Context: an optimization exercise on an open-source flow, tuned for small area. The choices shown serve that exercise and are no tape-out recipe. Only simulation tests tie the RTL to the original design; equivalence was not proved. Power figures rest on the tool's default switching activity, not on a simulated workload.

`run.sh`:
```
#!/bin/bash
# synth_recipe.tcl (not shown) runs the flow's synth.tcl, then flattens the netlist and writes it again
# the make line also repeats each setting of config.mk as NAME=value (left out here)
make -C /OpenROAD-flow-scripts/flow DESIGN_CONFIG=/design/flow/config.mk WORK_HOME=/design/flow/orfs CLKGATE_MAP_FILE= SYNTH_SCRIPT=/design/flow/synth_recipe.tcl finish
```
`config.mk`:
```
export PLATFORM = sky130hd
export DESIGN_NAME = operand_fetch_top
export DESIGN_NICKNAME = operand_fetch_top
export VERILOG_FILES = /design/flow/design.v
export SDC_FILE = /design/flow/constraint.sdc
export NUM_CORES = 4
export LEC_CHECK = 0
export CAP_MARGIN = 20
export CORE_MARGIN = 2
export CORE_UTILIZATION = 40
export SLEW_MARGIN = 20
```
`constraint.sdc`:
```
create_clock -name core_clock -period 5.0 [get_ports {clk}]
set_input_delay 1.0000 -clock core_clock [delete_from_list [all_inputs] [get_ports {clk}]]
set_output_delay 1.0000 -clock core_clock [all_outputs]
set_load 0.01 [all_outputs]
```
`design.v`:
```
`timescale 1ns/1ps
`default_nettype none
package rf_pkg;
    localparam int NUM_REGS = 32;
    typedef logic [31:0] xlen_t;
    typedef logic [4:0]  reg_addr_t;
    typedef struct packed {
        logic      valid;
        reg_addr_t rs1;
        logic      re1;
        reg_addr_t rs2;
        logic      re2;
    } rd_req_t;
    typedef struct packed {
        logic      we;
        logic      is_load;
        reg_addr_t waddr;
        xlen_t     wdata;
    } stage_wr_t;
    typedef struct packed {
        logic  valid;
        xlen_t op_a;
        xlen_t op_b;
    } operand_t;
    typedef enum logic [1:0] {
        FWD_FILE,
        FWD_EX,
        FWD_MEM,
        FWD_WB
    } fwd_sel_e;
endpackage
`default_nettype wire
`timescale 1ns/1ps
`default_nettype none
module reg_file (
    input  wire            clk,
    input  wire            rst_n_i,
    input  wire rf_pkg::reg_addr_t raddr1_i,
    input  wire rf_pkg::reg_addr_t raddr2_i,
    output rf_pkg::xlen_t          rdata1_o,
    output rf_pkg::xlen_t          rdata2_o,
    input  wire rf_pkg::stage_wr_t wr_i
);
    rf_pkg::xlen_t regs_q [rf_pkg::NUM_REGS];
    always_ff @(posedge clk or negedge rst_n_i) begin
        if (!rst_n_i) begin
            for (int i = 0; i < rf_pkg::NUM_REGS; i++) begin
                regs_q[i] <= '0;
            end
        end else if (wr_i.we && (wr_i.waddr != '0)) begin
            regs_q[wr_i.waddr] <= wr_i.wdata;
        end
    end
    assign rdata1_o = (raddr1_i == '0) ? '0 : regs_q[raddr1_i];
    assign rdata2_o = (raddr2_i == '0) ? '0 : regs_q[raddr2_i];
endmodule
`default_nettype wire
`timescale 1ns/1ps
`default_nettype none
module bypass_select (
    input  wire rf_pkg::rd_req_t   req_i,
    input  wire rf_pkg::stage_wr_t ex_wr_i,
    input  wire rf_pkg::stage_wr_t mem_wr_i,
    input  wire rf_pkg::stage_wr_t wb_wr_i,
    output rf_pkg::fwd_sel_e       sel1_o,
    output rf_pkg::fwd_sel_e       sel2_o,
    output rf_pkg::xlen_t          fwd_data1_o,
    output rf_pkg::xlen_t          fwd_data2_o,
    output logic           load_use_o
);
    typedef struct packed {
        rf_pkg::fwd_sel_e sel;
        rf_pkg::xlen_t    data;
        logic     hazard;
    } fwd_res_t;
    fwd_res_t res1;
    fwd_res_t res2;
    always_comb begin
        res1.sel    = rf_pkg::FWD_FILE;
        res1.data   = '0;
        res1.hazard = 1'b0;
        if (req_i.re1 && (req_i.rs1 != '0)) begin
            if (ex_wr_i.we && (ex_wr_i.waddr == req_i.rs1)) begin
                res1.sel    = rf_pkg::FWD_EX;
                res1.data   = ex_wr_i.wdata;
                res1.hazard = ex_wr_i.is_load;
            end else if (mem_wr_i.we && (mem_wr_i.waddr == req_i.rs1)) begin
                res1.sel  = rf_pkg::FWD_MEM;
                res1.data = mem_wr_i.wdata;
            end else if (wb_wr_i.we && (wb_wr_i.waddr == req_i.rs1)) begin
                res1.sel  = rf_pkg::FWD_WB;
                res1.data = wb_wr_i.wdata;
            end
        end
    end
    always_comb begin
        res2.sel    = rf_pkg::FWD_FILE;
        res2.data   = '0;
        res2.hazard = 1'b0;
        if (req_i.re2 && (req_i.rs2 != '0)) begin
            if (ex_wr_i.we && (ex_wr_i.waddr == req_i.rs2)) begin
                res2.sel    = rf_pkg::FWD_EX;
                res2.data   = ex_wr_i.wdata;
                res2.hazard = ex_wr_i.is_load;
            end else if (mem_wr_i.we && (mem_wr_i.waddr == req_i.rs2)) begin
                res2.sel  = rf_pkg::FWD_MEM;
                res2.data = mem_wr_i.wdata;
            end else if (wb_wr_i.we && (wb_wr_i.waddr == req_i.rs2)) begin
                res2.sel  = rf_pkg::FWD_WB;
                res2.data = wb_wr_i.wdata;
            end
        end
    end
    assign sel1_o      = res1.sel;
    assign sel2_o      = res2.sel;
    assign fwd_data1_o = res1.data;
    assign fwd_data2_o = res2.data;
    assign load_use_o = req_i.valid && (res1.hazard || res2.hazard);
endmodule
`default_nettype wire
`timescale 1ns/1ps
`default_nettype none
module issue_reg (
    input  wire           clk,
    input  wire           rst_n_i,
    input  wire           req_valid_i,
    input  wire           re1_i,
    input  wire           re2_i,
    input  wire rf_pkg::xlen_t    rdata1_i,
    input  wire rf_pkg::xlen_t    rdata2_i,
    input  wire rf_pkg::fwd_sel_e sel1_i,
    input  wire rf_pkg::fwd_sel_e sel2_i,
    input  wire rf_pkg::xlen_t    fwd_data1_i,
    input  wire rf_pkg::xlen_t    fwd_data2_i,
    input  wire           stall_i,
    input  wire           flush_i,
    output rf_pkg::operand_t      issue_o
);
    rf_pkg::operand_t issue_d;
    always_comb begin
        issue_d.valid = req_valid_i && !stall_i && !flush_i;
        issue_d.op_a  = !re1_i ? '0 : (sel1_i == rf_pkg::FWD_FILE) ? rdata1_i : fwd_data1_i;
        issue_d.op_b  = !re2_i ? '0 : (sel2_i == rf_pkg::FWD_FILE) ? rdata2_i : fwd_data2_i;
    end
    always_ff @(posedge clk or negedge rst_n_i) begin
        if (!rst_n_i) begin
            issue_o <= '0;
        end else begin
            issue_o.valid <= issue_d.valid;
            if (issue_d.valid) begin
                issue_o.op_a <= issue_d.op_a;
                issue_o.op_b <= issue_d.op_b;
            end
        end
    end
endmodule
`default_nettype wire
`timescale 1ns/1ps
`default_nettype none
module operand_fetch (
    input  wire            clk,
    input  wire            rst_n_i,
    input  wire rf_pkg::rd_req_t   rd_req_i,
    input  wire rf_pkg::stage_wr_t ex_wr_i,
    input  wire rf_pkg::stage_wr_t mem_wr_i,
    input  wire rf_pkg::stage_wr_t wb_wr_i,
    input  wire            flush_i,
    output rf_pkg::operand_t       issue_o,
    output logic           stall_o
);
    rf_pkg::xlen_t    rdata1;
    rf_pkg::xlen_t    rdata2;
    rf_pkg::fwd_sel_e sel1;
    rf_pkg::fwd_sel_e sel2;
    rf_pkg::xlen_t    fwd_data1;
    rf_pkg::xlen_t    fwd_data2;
    reg_file u_reg_file (
        .clk      (clk),
        .rst_n_i  (rst_n_i),
        .raddr1_i (rd_req_i.rs1),
        .raddr2_i (rd_req_i.rs2),
        .rdata1_o (rdata1),
        .rdata2_o (rdata2),
        .wr_i     (wb_wr_i)
    );
    bypass_select u_bypass_select (
        .req_i       (rd_req_i),
        .ex_wr_i     (ex_wr_i),
        .mem_wr_i    (mem_wr_i),
        .wb_wr_i     (wb_wr_i),
        .sel1_o      (sel1),
        .sel2_o      (sel2),
        .fwd_data1_o (fwd_data1),
        .fwd_data2_o (fwd_data2),
        .load_use_o  (stall_o)
    );
    issue_reg u_issue_reg (
        .clk         (clk),
        .rst_n_i     (rst_n_i),
        .req_valid_i (rd_req_i.valid),
        .re1_i       (rd_req_i.re1),
        .re2_i       (rd_req_i.re2),
        .rdata1_i    (rdata1),
        .rdata2_i    (rdata2),
        .sel1_i      (sel1),
        .sel2_i      (sel2),
        .fwd_data1_i (fwd_data1),
        .fwd_data2_i (fwd_data2),
        .stall_i     (stall_o),
        .flush_i     (flush_i),
        .issue_o     (issue_o)
    );
endmodule
`default_nettype wire
`timescale 1ns/1ps
`default_nettype none
module operand_fetch_top (
    input  wire        clk,
    input  wire        rst_n,
    input  wire        req_valid,
    input  wire [4:0]  req_rs1,
    input  wire        req_re1,
    input  wire [4:0]  req_rs2,
    input  wire        req_re2,
    input  wire        ex_we,
    input  wire        ex_is_load,
    input  wire [4:0]  ex_waddr,
    input  wire [31:0] ex_wdata,
    input  wire        mem_we,
    input  wire        mem_is_load,
    input  wire [4:0]  mem_waddr,
    input  wire [31:0] mem_wdata,
    input  wire        wb_we,
    input  wire        wb_is_load,
    input  wire [4:0]  wb_waddr,
    input  wire [31:0] wb_wdata,
    input  wire        flush,
    output wire        issue_valid,
    output wire [31:0] issue_op_a,
    output wire [31:0] issue_op_b,
    output wire        stall
);
    rf_pkg::rd_req_t   rd_req;
    rf_pkg::stage_wr_t ex_wr;
    rf_pkg::stage_wr_t mem_wr;
    rf_pkg::stage_wr_t wb_wr;
    rf_pkg::operand_t  issue;
    assign rd_req.valid = req_valid;
    assign rd_req.rs1   = req_rs1;
    assign rd_req.re1   = req_re1;
    assign rd_req.rs2   = req_rs2;
    assign rd_req.re2   = req_re2;
    assign ex_wr.we       = ex_we;
    assign ex_wr.is_load  = ex_is_load;
    assign ex_wr.waddr    = ex_waddr;
    assign ex_wr.wdata    = ex_wdata;
    assign mem_wr.we      = mem_we;
    assign mem_wr.is_load = mem_is_load;
    assign mem_wr.waddr   = mem_waddr;
    assign mem_wr.wdata   = mem_wdata;
    assign wb_wr.we       = wb_we;
    assign wb_wr.is_load  = wb_is_load;
    assign wb_wr.waddr    = wb_waddr;
    assign wb_wr.wdata    = wb_wdata;
    operand_fetch u_operand_fetch (
        .clk      (clk),
        .rst_n_i  (rst_n),
        .rd_req_i (rd_req),
        .ex_wr_i  (ex_wr),
        .mem_wr_i (mem_wr),
        .wb_wr_i  (wb_wr),
        .flush_i  (flush),
        .issue_o  (issue),
        .stall_o  (stall)
    );
    assign issue_valid = issue.valid;
    assign issue_op_a  = issue.op_a;
    assign issue_op_b  = issue.op_b;
endmodule
`default_nettype wire
```
==> metrics.cfg <==
[placement]
hpwl_mm = 195
place_congestion = 1.02
place_ws_ps = 387
dp.cells = 6724
numPortBuffers = 196

[finish]
fin_cells = 6972
regArea_mm2 = 0.0265
area_delta_synth_final_pct = 19.2
fill_cells = 12400
multi_input_area_mm2 = 0.0274
fin_nets = 5181
final_cell_mix = dfrtp_1, mux2_2, a22oi_1, buf_4, and3_1
drive_gt1_share_pct = 34.5
final_common_cell = dfrtp_1

[die]
placement_rows = 136
coreArea_mm2 = 0.137
dieArea_mm2 = 0.142
num_io_pins = 199
dieWidth_um = 376
die_h_um = 376
initial_core_util_pct = 40.4

[grt]
grt-ovfl-total = 0
grt_pass1_vias = 49100
grt_max_degree = 114
grt_pass1_wl_mm = 418
antenna_found_initial = 38
grt.total_usage_pct = 42.7

[timing]
max_slew_margin_pct = 10.1
clock-skew-final_ps = 28.9
drv_slew = 0
setup_slack_ps = 385
hold_ws_ps = 292
finalSetupTns_ps = 0
max_freq_mhz = 217
worstMarginPinSlew_ps = 1350
layout_min_cycle_time_ps = 4620
finalSetupViolations = 0
hold_viol_final = 0
rsz0062_at_grt = no
finalCritPeriodShare_pct = 92.3

[synthesis]
syn_nets = 4972
synth_seq_cells = 1057
yosysWarningCount = 4
synth_area_mm2 = 0.0555
synthArstFlopShare_pct = 100
yosysUniqueCellTypes = 86
synth-edff-count = 0
syn_avg_cell_area_um2 = 11.5
synthFlopType = dfrtp_1
synth_seq_area_share_pct = 47.7
syn-instance-count = 4839

[clocking]
clock_latency_ps = 780
post-cts-setup-buffers = 0
root_buffer = clkbuf_16
clock_path_buffers = 3
cts-buffers-inserted = 114
cts_tree = yes
path_clk_slew_ps = 60
cts_sinks = 1057
cts_resized = 0
holdBufCountCts = 0
htreeDepth = 3

[critical_path]
endpoint_kind = output pin
critPathMaxStageDelay_ps = 650
cp.required_ps = 4000
cp_cell_sequence = clkdlybuf4s50_1, xor2_1, nor4_2, nand3_2, o2bb2ai_2, and3_1, clkdlybuf4s50_1
cp_slowest_cell = nor4_2
path_max_fanout = 2
crit_top_cell = clkdlybuf4s50_1
path_buf_inv = 2
crit_family = buffers and inverters
arrival_ps = 3620
critPathKind = input pin to output pin
worst_setup_path_start_kind = input pin

[pwr]
powerDensity_mw_per_mm2 = 386
internal_power_mw = 17.8
total_power_mw = 25.6
netSwitchingPower_mw = 7.80
switching_share_pct = 30.5
p_leak_nw = 28.8
pwr-share-seq_pct = 46.2
combPwrFrac_pct = 17.0
irDropWorstVdd_mv = 0.302
pwr-share-clk_pct = 36.8

[drt]
viasPerCell = 7.61
first_iter_violations = 10700
drt_pass1_iterations = 10
drt_wl_total_mm = 310
ant_nets = 0
num_vias = 53000
wl_per_cell_um = 44.4
drcViolationCount = 0

[flow_run]
cap_violations = 0

[status]
status = complete, no violations

[hold_path]
holdCritPathClass = input pin to async pin

-- power groups by stage --
stage / sequential, mW / clock (mW) / combinational [mW]
finish: 11.8 / 9.42 / 4.34
CTS: 11.7 / 9.39 / 4.15
global placement: 11.8 / 0 / 4.04
detailed placement: 11.8 / 0 / 4.13
floorplan: 11.2 / 0 / 2.39
global route: 11.9 / 9.73 / 4.49
-- Yosys cell counts, types with 19 or more instances --
cell type	instances	area (um^2)
a221oi_1	68	596
dfrtp_1	1057	26500
nand3_1	96	480
a21oi_1	127	636
o21ai_0	67	335
buf_2	138	691
nor3_1	31	155
and2_1	32	200
nand4_1	113	707
nor2_1	123	462
clkbuf_1	284	1070
o32ai_1	41	359
a22o_1	80	701
mux2_2	1001	11300
and3_1	230	1440
nand2_1	124	465
nor4_1	57	357
mux2i_1	67	671
buf_1	53	199
nor2_2	19	119
a31oi_1	20	125
a32oi_1	19	166
a22oi_1	580	4350
buf_4	21	158
a2111oi_0	69	604
-- sequential cells by signal (all words and copies together), names as in the netlist --
register,cells
u_operand_fetch.u_issue_reg.issue_o,65
u_operand_fetch.u_reg_file.regs_q,992
-- layer usage --
layer	up-vias	share of wire, %	GRT usage (%)
li1	19200	-	-
met1	26700	36	53.1
met2	5531	39	56.7
met3	1571	17	22.0
met4	34	8.4	28.6
met5	-	0.22	2.37
-- cell families after synthesis --
| kind of cell | after synthesis | synth area share, % |
|---|---|---|
| AOI/OAI and AO/OA | 1218 | 16.5 |
| muxes | 1074 | 21.6 |
| DFF | 1057 | 47.7 |
| and+or+nand+nor | 944 | 9.62 |
| buffers and inverters | 516 | 4.11 |
| xor gates and xnor gates | 30 | 0.474 |
-- through the flow --
step,utilization [%],area [um^2]
floorplan,-,55500
global placement,45.0,61800
detailed placement,45.1,62000
CTS,48.0,66000
global route,48.1,66100
finish,48.1,66200
-- path summary, 6_finish.rpt --
path | depth (start not counted) | start | slack [ps] | to
min | 1 | rst_n | 290 | u_operand_fetch.u_issue_reg.issue_o[33]
min in group core_clock | 2 | u_operand_fetch.u_issue_reg.issue_o[31] | 490 | u_operand_fetch.u_issue_reg.issue_o[31]
max in group asynchronous | 2 | rst_n | 3540 | u_operand_fetch.u_reg_file.regs_q[15][29]
max reg2reg | 7 | u_operand_fetch.u_reg_file.regs_q[17][30] | 2130 | u_operand_fetch.u_issue_reg.issue_o[30]
max | 7 | ex_waddr[4] | 380 | stall
min reg2reg | 2 | u_operand_fetch.u_issue_reg.issue_o[31] | 490 | u_operand_fetch.u_issue_reg.issue_o[31]
-- layout make-up --
class	count	area share [%]
multi-input combinational	3266	41.5
sequential	1057	40.0
timing repair buffer	602	8.82
clock buffer	158	5.02
tap	1794	3.39
clock inverter	53	1.13
antenna	35	0.132
inverter	7	0.0397

[what the ideal ports hide]
In the flow no input, the clock included, has a driving cell. The finished layout below was timed again as built, in two steps. Step 1, drivers: a clkbuf_16 drives clk and a buf_2 each remaining input, both assumed. Step 2, shift: input delay + t, output delay - t, t = (earliest + latest rising clock arrival at the registers) / 2. This alone moves slack from input paths to output paths. Three values: ideal ports, drivers, drivers and shift; two values: the first two.
shift t [ns]: 0.852
slack for setup (ns): 0.385 / 0.362 / -0.123
worst slew at a driven data input, ns: 0.11
With both steps, setup timing fails in this run, where it was met with ideal ports. The setup slack of this run moves by -0.023 ns with the drivers and by -0.508 ns with both steps.
